Context: an optimization exercise on an open-source flow, tuned for a short achievable clock period and few clock cycles. The choices shown serve that exercise and are no tape-out recipe. Function was checked by simulation only, so behaviour that the tests miss may differ from the original. Power figures rest on the tool's default switching activity, not on a simulated workload.

$ cat flow/run.sh
#!/bin/bash
# synth_recipe.tcl (not shown) runs the flow's synth.tcl, then flattens the netlist and writes it again
# the make line also repeats each setting of config.mk as NAME=value (left out here)
make -C /OpenROAD-flow-scripts/flow DESIGN_CONFIG=/design/flow/config.mk WORK_HOME=/design/flow/orfs CLKGATE_MAP_FILE= SYNTH_SCRIPT=/design/flow/synth_recipe.tcl finish
$ cat flow/config.mk
export PLATFORM = sky130hd
export DESIGN_NAME = core_top
export DESIGN_NICKNAME = core_top
export VERILOG_FILES = /design/flow/design.v
export SDC_FILE = /design/flow/constraint.sdc
export NUM_CORES = 4
export LEC_CHECK = 0
export CAP_MARGIN = 20
export CORE_MARGIN = 2
export CORE_UTILIZATION = 40
export SLEW_MARGIN = 20
$ cat flow/constraint.sdc
create_clock -name core_clock -period 4.5 [get_ports {clock}]
set_input_delay 0.9000 -clock core_clock [delete_from_list [all_inputs] [get_ports {clock}]]
set_output_delay 0.9000 -clock core_clock [all_outputs]
set_load 0.01 [all_outputs]
$ cat flow/design.v
package core_pkg;
    typedef logic [16-1:0]  word_t;      
    typedef logic [3-1:0] reg_addr_t;  
    typedef enum logic [1:0] {
        CLASS_LOAD = 2'b00, CLASS_STORE = 2'b01, CLASS_LOADI = 2'b10, CLASS_REGOP = 2'b11
    } inst_class_e;
    typedef enum logic [3:0] {
        ALU_ADD = 4'd0, ALU_SUB = 4'd1, ALU_AND = 4'd2, ALU_OR = 4'd3,
        ALU_XOR = 4'd4, ALU_SLL = 4'd8, ALU_SRL = 4'd9,
        ALU_PASS_IMM = 4'd15  
    } alu_op_e;
    typedef enum logic [1:0] {WB_ALU = 2'd0, WB_MEM = 2'd1, WB_IMM = 2'd2} wb_src_e;
    typedef enum logic [1:0] {FWD_REG = 2'd0, FWD_EXMEM = 2'd1, FWD_WB = 2'd2} fwd_sel_e;
    typedef struct packed {
        word_t inst;
    } if_id_t;
    typedef struct packed {
        reg_addr_t                ra;
        reg_addr_t                rb;
        word_t                    a_val;        
        word_t                    b_val;        
        word_t                    imm;          
        logic [4-1:0] shamt;
        alu_op_e                  alu_op;
        logic                     alu_src_imm;  
        reg_addr_t                dest;
        logic                     reg_write;
        logic                     mem_write;
        logic                     mem_read;
        wb_src_e                  wb_src;
    } id_ex_t;
    typedef struct packed {
        word_t     result;      
        word_t     store_data;
        reg_addr_t dest;
        logic      reg_write;
        logic      mem_write;
        logic      mem_read;
        wb_src_e   wb_src;
    } ex_mem_t;
    typedef struct packed {
        word_t     result;
        word_t     mem_data;
        word_t     imm;
        reg_addr_t dest;
        logic      reg_write;
        wb_src_e   wb_src;
    } mem_wb_t;
endpackage
module fetch_stage (
    input  logic   clock,
    input  logic   reset_ALUop_2_3,
    input  logic   load_stall,
    input  core_pkg::word_t  inst,
    output core_pkg::word_t  pc_addr,
    output core_pkg::if_id_t if_id
);
    core_pkg::word_t pc;
    assign pc_addr = pc;  
    always_ff @(posedge clock or posedge reset_ALUop_2_3) begin
        if (reset_ALUop_2_3) begin
            pc <= core_pkg::word_t'(0);
        end else if (!load_stall) begin
            pc <= pc + 1'b1;
        end
    end
    always_ff @(posedge clock or posedge reset_ALUop_2_3) begin
        if (reset_ALUop_2_3) begin
            if_id <= '0;  
        end else if (!load_stall) begin
            if_id.inst <= inst;
        end
    end
endmodule
module decode_stage (
    input  logic      clock,
    input  logic      reset_ALUop_2_3,
    input  core_pkg::if_id_t    if_id,
    output core_pkg::reg_addr_t rd_addr_a,
    output core_pkg::reg_addr_t rd_addr_b,
    input  core_pkg::word_t     rd_data_a,
    input  core_pkg::word_t     rd_data_b,
    output logic      load_stall,
    output core_pkg::id_ex_t    id_ex
);
    core_pkg::inst_class_e cls;
    core_pkg::reg_addr_t   ra;
    core_pkg::reg_addr_t   rb;
    logic [3:0]  funct;
    logic        reads_a;
    logic        reads_b;
    core_pkg::id_ex_t      dec;
    assign cls   = core_pkg::inst_class_e'(if_id.inst[15:14]);
    assign ra    = if_id.inst[13:11];
    assign rb    = if_id.inst[10:8];
    assign funct = if_id.inst[7:4];
    assign rd_addr_a = ra;
    assign rd_addr_b = rb;
    always_comb begin
        dec       = '0;
        dec.ra    = ra;
        dec.rb    = rb;
        dec.a_val = rd_data_a;
        dec.b_val = rd_data_b;
        dec.imm   = {{(16-8){if_id.inst[8-1]}},
                     if_id.inst[8-1:0]};
        dec.shamt = if_id.inst[4-1:0];
        dec.dest  = rb;
        case (cls)
            core_pkg::CLASS_LOAD: begin
                dec.alu_op      = core_pkg::ALU_ADD;  
                dec.alu_src_imm = 1'b1;
                dec.dest        = ra;
                dec.reg_write   = 1'b1;
                dec.mem_read    = 1'b1;
                dec.wb_src      = core_pkg::WB_MEM;
            end
            core_pkg::CLASS_STORE: begin
                dec.alu_op      = core_pkg::ALU_ADD;
                dec.alu_src_imm = 1'b1;
                dec.mem_write   = 1'b1;
            end
            core_pkg::CLASS_LOADI: begin
                dec.alu_op    = core_pkg::ALU_PASS_IMM;
                dec.reg_write = 1'b1;
                dec.wb_src    = core_pkg::WB_IMM;
            end
            core_pkg::CLASS_REGOP: begin
                dec.wb_src = core_pkg::WB_ALU;
                case (funct)
                    4'd0, 4'd1, 4'd2, 4'd3, 4'd4, 4'd8, 4'd9: begin
                        dec.alu_op    = core_pkg::alu_op_e'(funct);
                        dec.reg_write = 1'b1;
                    end
                    default: dec.alu_op = core_pkg::ALU_ADD;  
                endcase
            end
        endcase
    end
    assign reads_a = (cls == core_pkg::CLASS_STORE) || (cls == core_pkg::CLASS_REGOP);
    assign reads_b = (cls != core_pkg::CLASS_LOADI);
    assign load_stall = id_ex.mem_read && (id_ex.dest != '0) &&
                        ((reads_a && (ra == id_ex.dest)) || (reads_b && (rb == id_ex.dest)));
    always_ff @(posedge clock or posedge reset_ALUop_2_3) begin
        if (reset_ALUop_2_3) begin
            id_ex <= '0;
        end else if (load_stall) begin
            id_ex <= '0;  
        end else begin
            id_ex <= dec;
        end
    end
endmodule
module register_file (
    input  logic      clock,
    input  logic      reset_ALUop_2_3,
    input  core_pkg::reg_addr_t rd_addr_a,
    input  core_pkg::reg_addr_t rd_addr_b,
    output core_pkg::word_t     rd_data_a,
    output core_pkg::word_t     rd_data_b,
    input  logic      wr_en,
    input  core_pkg::reg_addr_t wr_addr,
    input  core_pkg::word_t     wr_data
);
    core_pkg::word_t regs [1:7];  
    function automatic core_pkg::word_t read_port(input core_pkg::reg_addr_t addr);
        core_pkg::word_t value;
        if (addr == '0) begin
            value = '0;
        end else if (wr_en && (wr_addr == addr)) begin
            value = wr_data;
        end else begin
            value = regs[addr];
        end
        read_port = value;
    endfunction
    always_comb begin
        rd_data_a = read_port(rd_addr_a);
        rd_data_b = read_port(rd_addr_b);
    end
    always_ff @(posedge clock or posedge reset_ALUop_2_3) begin
        if (reset_ALUop_2_3) begin
            for (int i = 1; i < 8; i++) begin
                regs[i] <= '0;
            end
        end else if (wr_en && (wr_addr != '0)) begin
            regs[wr_addr] <= wr_data;  
        end
    end
endmodule
module execute_stage (
    input  logic      clock,
    input  logic      reset_ALUop_2_3,
    input  core_pkg::id_ex_t    id_ex,
    input  logic      wb_en,
    input  core_pkg::reg_addr_t wb_addr,
    input  core_pkg::word_t     wb_data,
    output core_pkg::ex_mem_t   ex_mem,
    output core_pkg::word_t     mem_addr,
    output core_pkg::word_t     mem_write_data,
    output logic      mem_write
);
    core_pkg::fwd_sel_e sel_a;
    core_pkg::fwd_sel_e sel_b;
    core_pkg::word_t    op_a;      
    core_pkg::word_t    op_b;      
    core_pkg::word_t    alu_src;
    core_pkg::word_t    result;
    function automatic core_pkg::fwd_sel_e fwd_select(input core_pkg::reg_addr_t src_reg);
        core_pkg::fwd_sel_e sel;
        if (ex_mem.reg_write && !ex_mem.mem_read && (ex_mem.dest != '0) &&
            (ex_mem.dest == src_reg)) begin
            sel = core_pkg::FWD_EXMEM;
        end else if (wb_en && (wb_addr != '0) && (wb_addr == src_reg)) begin
            sel = core_pkg::FWD_WB;
        end else begin
            sel = core_pkg::FWD_REG;
        end
        fwd_select = sel;
    endfunction
    function automatic core_pkg::word_t fwd_value(input core_pkg::fwd_sel_e sel, input core_pkg::word_t reg_val);
        core_pkg::word_t value;
        case (sel)
            core_pkg::FWD_EXMEM: value = ex_mem.result;
            core_pkg::FWD_WB:    value = wb_data;
            default:   value = reg_val;
        endcase
        fwd_value = value;
    endfunction
    always_comb begin
        sel_a = fwd_select(id_ex.ra);
        sel_b = fwd_select(id_ex.rb);
        op_a  = fwd_value(sel_a, id_ex.a_val);
        op_b  = fwd_value(sel_b, id_ex.b_val);
    end
    assign alu_src = id_ex.alu_src_imm ? id_ex.imm : op_a;
    always_comb begin
        case (id_ex.alu_op)
            core_pkg::ALU_ADD:      result = op_b + alu_src;
            core_pkg::ALU_SUB:      result = op_b - alu_src;
            core_pkg::ALU_AND:      result = op_b & alu_src;
            core_pkg::ALU_OR:       result = op_b | alu_src;
            core_pkg::ALU_XOR:      result = op_b ^ alu_src;
            core_pkg::ALU_SLL:      result = op_b << id_ex.shamt;
            core_pkg::ALU_SRL:      result = op_b >> id_ex.shamt;
            core_pkg::ALU_PASS_IMM: result = id_ex.imm;
            default:      result = '0;
        endcase
    end
    always_ff @(posedge clock or posedge reset_ALUop_2_3) begin
        if (reset_ALUop_2_3) begin
            ex_mem <= '0;
        end else begin
            ex_mem.result     <= result;
            ex_mem.store_data <= op_a;  
            ex_mem.dest       <= id_ex.dest;
            ex_mem.reg_write  <= id_ex.reg_write;
            ex_mem.mem_write  <= id_ex.mem_write;
            ex_mem.mem_read   <= id_ex.mem_read;
            ex_mem.wb_src     <= id_ex.wb_src;
        end
    end
    assign mem_addr       = ex_mem.result;
    assign mem_write_data = ex_mem.store_data;
    assign mem_write      = ex_mem.mem_write;
endmodule
module writeback_stage (
    input  logic      clock,
    input  logic      reset_ALUop_2_3,
    input  core_pkg::ex_mem_t   ex_mem,
    input  core_pkg::word_t     mem_read_data,
    output logic      wb_en,
    output core_pkg::reg_addr_t wb_addr,
    output core_pkg::word_t     wb_data
);
    core_pkg::mem_wb_t mem_wb;
    always_ff @(posedge clock or posedge reset_ALUop_2_3) begin
        if (reset_ALUop_2_3) begin
            mem_wb <= '0;
        end else begin
            mem_wb.result    <= ex_mem.result;
            mem_wb.mem_data  <= mem_read_data;
            mem_wb.dest      <= ex_mem.dest;
            mem_wb.reg_write <= ex_mem.reg_write;
            mem_wb.wb_src    <= ex_mem.wb_src;
        end
    end
    always_comb begin
        case (mem_wb.wb_src)
            core_pkg::WB_MEM:  wb_data = mem_wb.mem_data;
            default: wb_data = mem_wb.result;  
        endcase
    end
    assign wb_en   = mem_wb.reg_write;
    assign wb_addr = mem_wb.dest;
endmodule
module core_top (
    input  logic  clock,
    input  logic  reset_ALUop_2_3,
    output core_pkg::word_t pc_addr,
    input  core_pkg::word_t inst,
    output core_pkg::word_t mem_addr,
    output core_pkg::word_t mem_write_data,
    output logic  mem_write,
    input  core_pkg::word_t mem_read_data
);
    core_pkg::if_id_t    if_id;
    core_pkg::id_ex_t    id_ex;
    core_pkg::ex_mem_t   ex_mem;
    logic      load_stall;
    core_pkg::reg_addr_t rd_addr_a;
    core_pkg::reg_addr_t rd_addr_b;
    core_pkg::word_t     rd_data_a;
    core_pkg::word_t     rd_data_b;
    logic      wb_en;      
    core_pkg::reg_addr_t wb_addr;
    core_pkg::word_t     wb_data;
    fetch_stage u_fetch (
        .clock           (clock),
        .reset_ALUop_2_3 (reset_ALUop_2_3),
        .load_stall      (load_stall),
        .inst            (inst),
        .pc_addr         (pc_addr),
        .if_id           (if_id)
    );
    decode_stage u_decode (
        .clock           (clock),
        .reset_ALUop_2_3 (reset_ALUop_2_3),
        .if_id           (if_id),
        .rd_addr_a       (rd_addr_a),
        .rd_addr_b       (rd_addr_b),
        .rd_data_a       (rd_data_a),
        .rd_data_b       (rd_data_b),
        .load_stall      (load_stall),
        .id_ex           (id_ex)
    );
    register_file u_regs (
        .clock           (clock),
        .reset_ALUop_2_3 (reset_ALUop_2_3),
        .rd_addr_a       (rd_addr_a),
        .rd_addr_b       (rd_addr_b),
        .rd_data_a       (rd_data_a),
        .rd_data_b       (rd_data_b),
        .wr_en           (wb_en),
        .wr_addr         (wb_addr),
        .wr_data         (wb_data)
    );
    execute_stage u_execute (
        .clock           (clock),
        .reset_ALUop_2_3 (reset_ALUop_2_3),
        .id_ex           (id_ex),
        .wb_en           (wb_en),
        .wb_addr         (wb_addr),
        .wb_data         (wb_data),
        .ex_mem          (ex_mem),
        .mem_addr        (mem_addr),
        .mem_write_data  (mem_write_data),
        .mem_write       (mem_write)
    );
    writeback_stage u_writeback (
        .clock           (clock),
        .reset_ALUop_2_3 (reset_ALUop_2_3),
        .ex_mem          (ex_mem),
        .mem_read_data   (mem_read_data),
        .wb_en           (wb_en),
        .wb_addr         (wb_addr),
        .wb_data         (wb_data)
    );
endmodule
==> results.txt <==
- Syn Area/Cell: 9.60 sq um
- EDFF count, synth: 0
- Dpl cells: 2239
- Peak VDD IR: 0.305 mV
- CTS Buf Count: 34
- Top cell type's share of synthesized area: 42.7%
- Leakage: 8.11 nW
- Crit path kind: reg2reg
- WHS: 0.355 ns
- Tot GR Track Use: 24.0%
- Crit start category: flip-flop
- Warnings from Yosys: 6
- Clock network fraction of total power: 22.6%
- Initial antenna violation count: 0
- Vias per std cell: 5.79
- Post-Place Cell Area: 17700 sq um
- Die width: 206 microns
- Drt wl/cell: 22.1 microns
- Non-filler cells, final: 2300
- Crit end category: flip-flop
- Fin. max-slew vios: 0
- Residual DRC: 0
- Share of cells above drive strength 1: 14.6%
- Pwr Density: 666 nW/um^2
- Initial Utilization: 40.3%
- Die footprint: 42500 sq um
- Setup TNS Final: 0 ns
- Synthesized cell area: 16300 sq um
- RePlAce Congestion: 0.905
- Hpwl dp: 35700 microns
- Vias: 13.3k
- Row cnt: 74
- Area Growth Syn to Fin: 16.1%
- Mapped Cells: 1702
- Global-route wire length before repair: 77900 microns
- Clk Latency, worst-skew pair: 0.53 ns
- Async set-reset flop share out of synthesis: 100%
- Synth area leader: dfrtp_1
- Worst path arrival time: 4.63 ns
- Synth Register Bits: 279
- Worst path required time: 4.90 ns
- Fin Clk Skew: 0.0184 ns
- Max H-tree Level: 2
- IO buf count: 82
- Fin nets: 1830
- Number of fillers in the final layout: 3817
- Final WL: 50800 microns
- Combinational Power Share: 44.5%
- Cts hold-fix bufs: 0
- Psw: 5.02 mW
- Syn_nets: 1786
- Status: no timing/DRC/antenna violations
- CTS tree: built
- Ys flop type: dfrtp_1
- Die height: 206 microns
- Congestion Overflow GR: 0
- F_max: 237 MHz
- Worst-path clk slew: 0.06 ns
- Pin count of the biggest net entering global routing: 87
- Sequential fraction of the synthesis area: 42.7%
- Final Instance Area: 19000 sq um
- Final worst path period share: 93.9%
- CTS sink count: 279
- Top post-synthesis cells by area: dfrtp_1, mux2i_1, a21oi_1
- P_int: 7.60 mW
- Max Buffers Root-to-Sink: 3
- MaxCap Viol Count: 0
- Sw frac: 39.8%
- CP max FO: 13
- Detail Route Antenna Nets: 0
- Root Buffer: clkbuf_16
- Diodes inserted: 0
- Post-layout minimum cycle time: 4.23 ns
- Distinct cell type count after synthesis: 80
- Seq pwr share: 32.9%
- Pwr Total: 12.6 mW
- Final Hold Vio Count: 0
- Vias in the first global route: 13.2k
- Drt initial violations: 1162
- Min-delay worst type: reg2reg
- Ports: 83
- Final setup viols: 0
- Worst slew margin: 27.1%
- CORE AREA: 40600 sq um
- Pre-Repair DR Iteration Count: 6
- Worst-margin pin slew: 1.09 ns
[synthesized netlist by cell type (all sizes together), types with 6 or more instances]
cell and count:
dfrtp 279, nor2 153, o21ai 149, a21oi 147, nand2 147, mux2i 117
clkbuf 89, buf 56, mux2 56, inv 51, ha 49, xnor2 48
nand3 37, a211oi 32, a221oi 26, nor3 26, a22oi 23, o211ai 21
nand2b 19, nor2b 19, xor2 19, nand4 11, and3 10, o221ai 10
o22ai 10, a31oi 9, mux4 7, o2111ai 7, o31ai 7, nand4b 6
[flip-flops by register name (all words and copies together), names as in the netlist]
signal,cells
u_decode.id_ex,58
u_fetch.if_id,16
u_regs.regs,112
u_writeback.mem_wb,38
u_fetch.pc,16
u_execute.ex_mem,39
[layout make-up]
cell class              instances  area (sq um)  area share [%]
multi-input cells            1225          8550            45.1
well taps                     532           666            3.51
repair buffers                153          1390            7.31
clock buffers                  49          1040            5.49
inverters                      53           203            1.07
clock inverters                 9           126           0.666
flip-flops and latches        279          6990            36.8
[per-stage QoR]
step / worst slack [ns] / util [%]
final: 0.273 / 46.8
after global routing: -0.0518 / 46.8
after CTS: 0.0385 / 46.5
after detailed placement: 0.0665 / 43.6
after global placement: 0.113 / 43.6
after floorplan: -0.0933 / -
[placed cells by master, fill, tap and decap left out, types with 14 or more instances in the layout]
cell type	n
dfrtp_1	276
nor2_1	152
nand2_1	147
a21oi_1	146
o21ai_0	121
mux2i_1	95
clkdlybuf4s50_1	82
buf_4	67
mux2_2	51
xnor2_1	48
ha_1	48
inv_1	43
nand3_1	37
clkbuf_16	37
a211oi_1	31
a221oi_1	26
nor3_1	23
o21ai_1	21
a22oi_1	21
o211ai_1	20
nor2b_1	19
nand2b_1	18
xor2_1	16
mux2i_2	14
[power by group through the flow]
| stage | clock [mW] | combinational, mW | sequential [mW] |
|---|---|---|---|
| 3_5_place_dp | 0 | 5.41 | 4.18 |
| 6_report | 2.85 | 5.61 | 4.16 |
| 2_1_floorplan | 0 | 3.90 | 3.91 |
| 5_1_grt | 3.01 | 6.16 | 4.27 |
| 3_3_place_gp | 0 | 5.35 | 4.15 |
| 4_1_cts | 2.91 | 5.44 | 4.15 |
[final timing paths]
check | end | startpoint | cells past startpoint | slack, ns
setup / recovery | u_execute.ex_mem[39] | u_writeback.mem_wb[5] | 20 | 0.27
hold / removal | u_execute.ex_mem[1] | u_decode.id_ex[1] | 0 | 0.35
setup reg to reg | u_execute.ex_mem[39] | u_writeback.mem_wb[5] | 20 | 0.27
hold reg to reg | u_execute.ex_mem[1] | u_decode.id_ex[1] | 0 | 0.35
max in group asynchronous | u_decode.id_ex[18] | reset_ALUop_2_3 | 3 | 2.62
min in group asynchronous | u_decode.id_ex[47] | reset_ALUop_2_3 | 2 | 0.85
[worst max-delay path, cell delays in order, from the launching register on]
cell      delay [ns]
dfrtp_1         0.42
xor2_1          0.20
nor4_4          0.26
buf_4           0.20
buf_12          0.17
mux2i_1         0.23
o211ai_1        0.14
a22oi_2         0.32
nand4_4         0.19
o31ai_2         0.29
xnor2_1         0.10
ha_1            0.35
nor2_1          0.17
nor2b_1         0.06
o21ai_0         0.15
a21oi_1         0.07
o21a_1          0.19
o22ai_2         0.17
xnor2_1         0.11
xnor2_1         0.22
o211ai_2        0.09
[layer usage]
layer	vias up	GRT usage [%]	wire length, microns
met4	0	8.14	1460
li1	6163	-	-
met1	6496	34.4	23100
met3	90	5.23	4080
met2	572	36.0	22100
met5	-	0	0
[logic make-up after synthesis]
family / synth area share, %
XOR/XNOR: 3.73
AND/OR/NAND/NOR: 12.9
multiplexers: 12.9
flip-flops: 42.7
buffers and inverters: 5.65
AO/OA/AOI/OAI: 18.1
adder cells (fa/ha/maj): 3.88
[timing repair]
| action | CTS | global route |
|---|---|---|
| resized for setup | 0 | 27 |
| setup endpoints to repair | 0 | 7 |
| setup buffers | 0 | 3 |
| endpoints found under the hold margin | 0 | 0 |
Testbench counts, summed over its fixed seeds: cycles 22,786.

## static timing again, ports no longer ideal
Ports are ideal in the flow. The routed layout listed here was re-timed in OpenROAD.
Step 1 assumes that a clkbuf_16 drives the clock port and a buf_2 every other input.
Step 2 times the ports against the registers' clock, not the clock port: input delays grow and output delays shrink by t, the midpoint of the rising clock arrivals with the driver on.
a / b / c = ideal / step 1 / step 2; a / b = the first two.
t (ns): 0.575
slack for setup (ns): 0.273 / 0.273 / 0.273
hold slack, ns: 0.355 / 0.355 / 0.355
worst register clock-pin slew, ns: 0.06 / 0.06
worst slew at a driven data input, ns: 0.05
After both steps this run still meets setup and hold. The setup slack of this run moves by 0.000 ns with the drivers and by 0.000 ns with both steps.
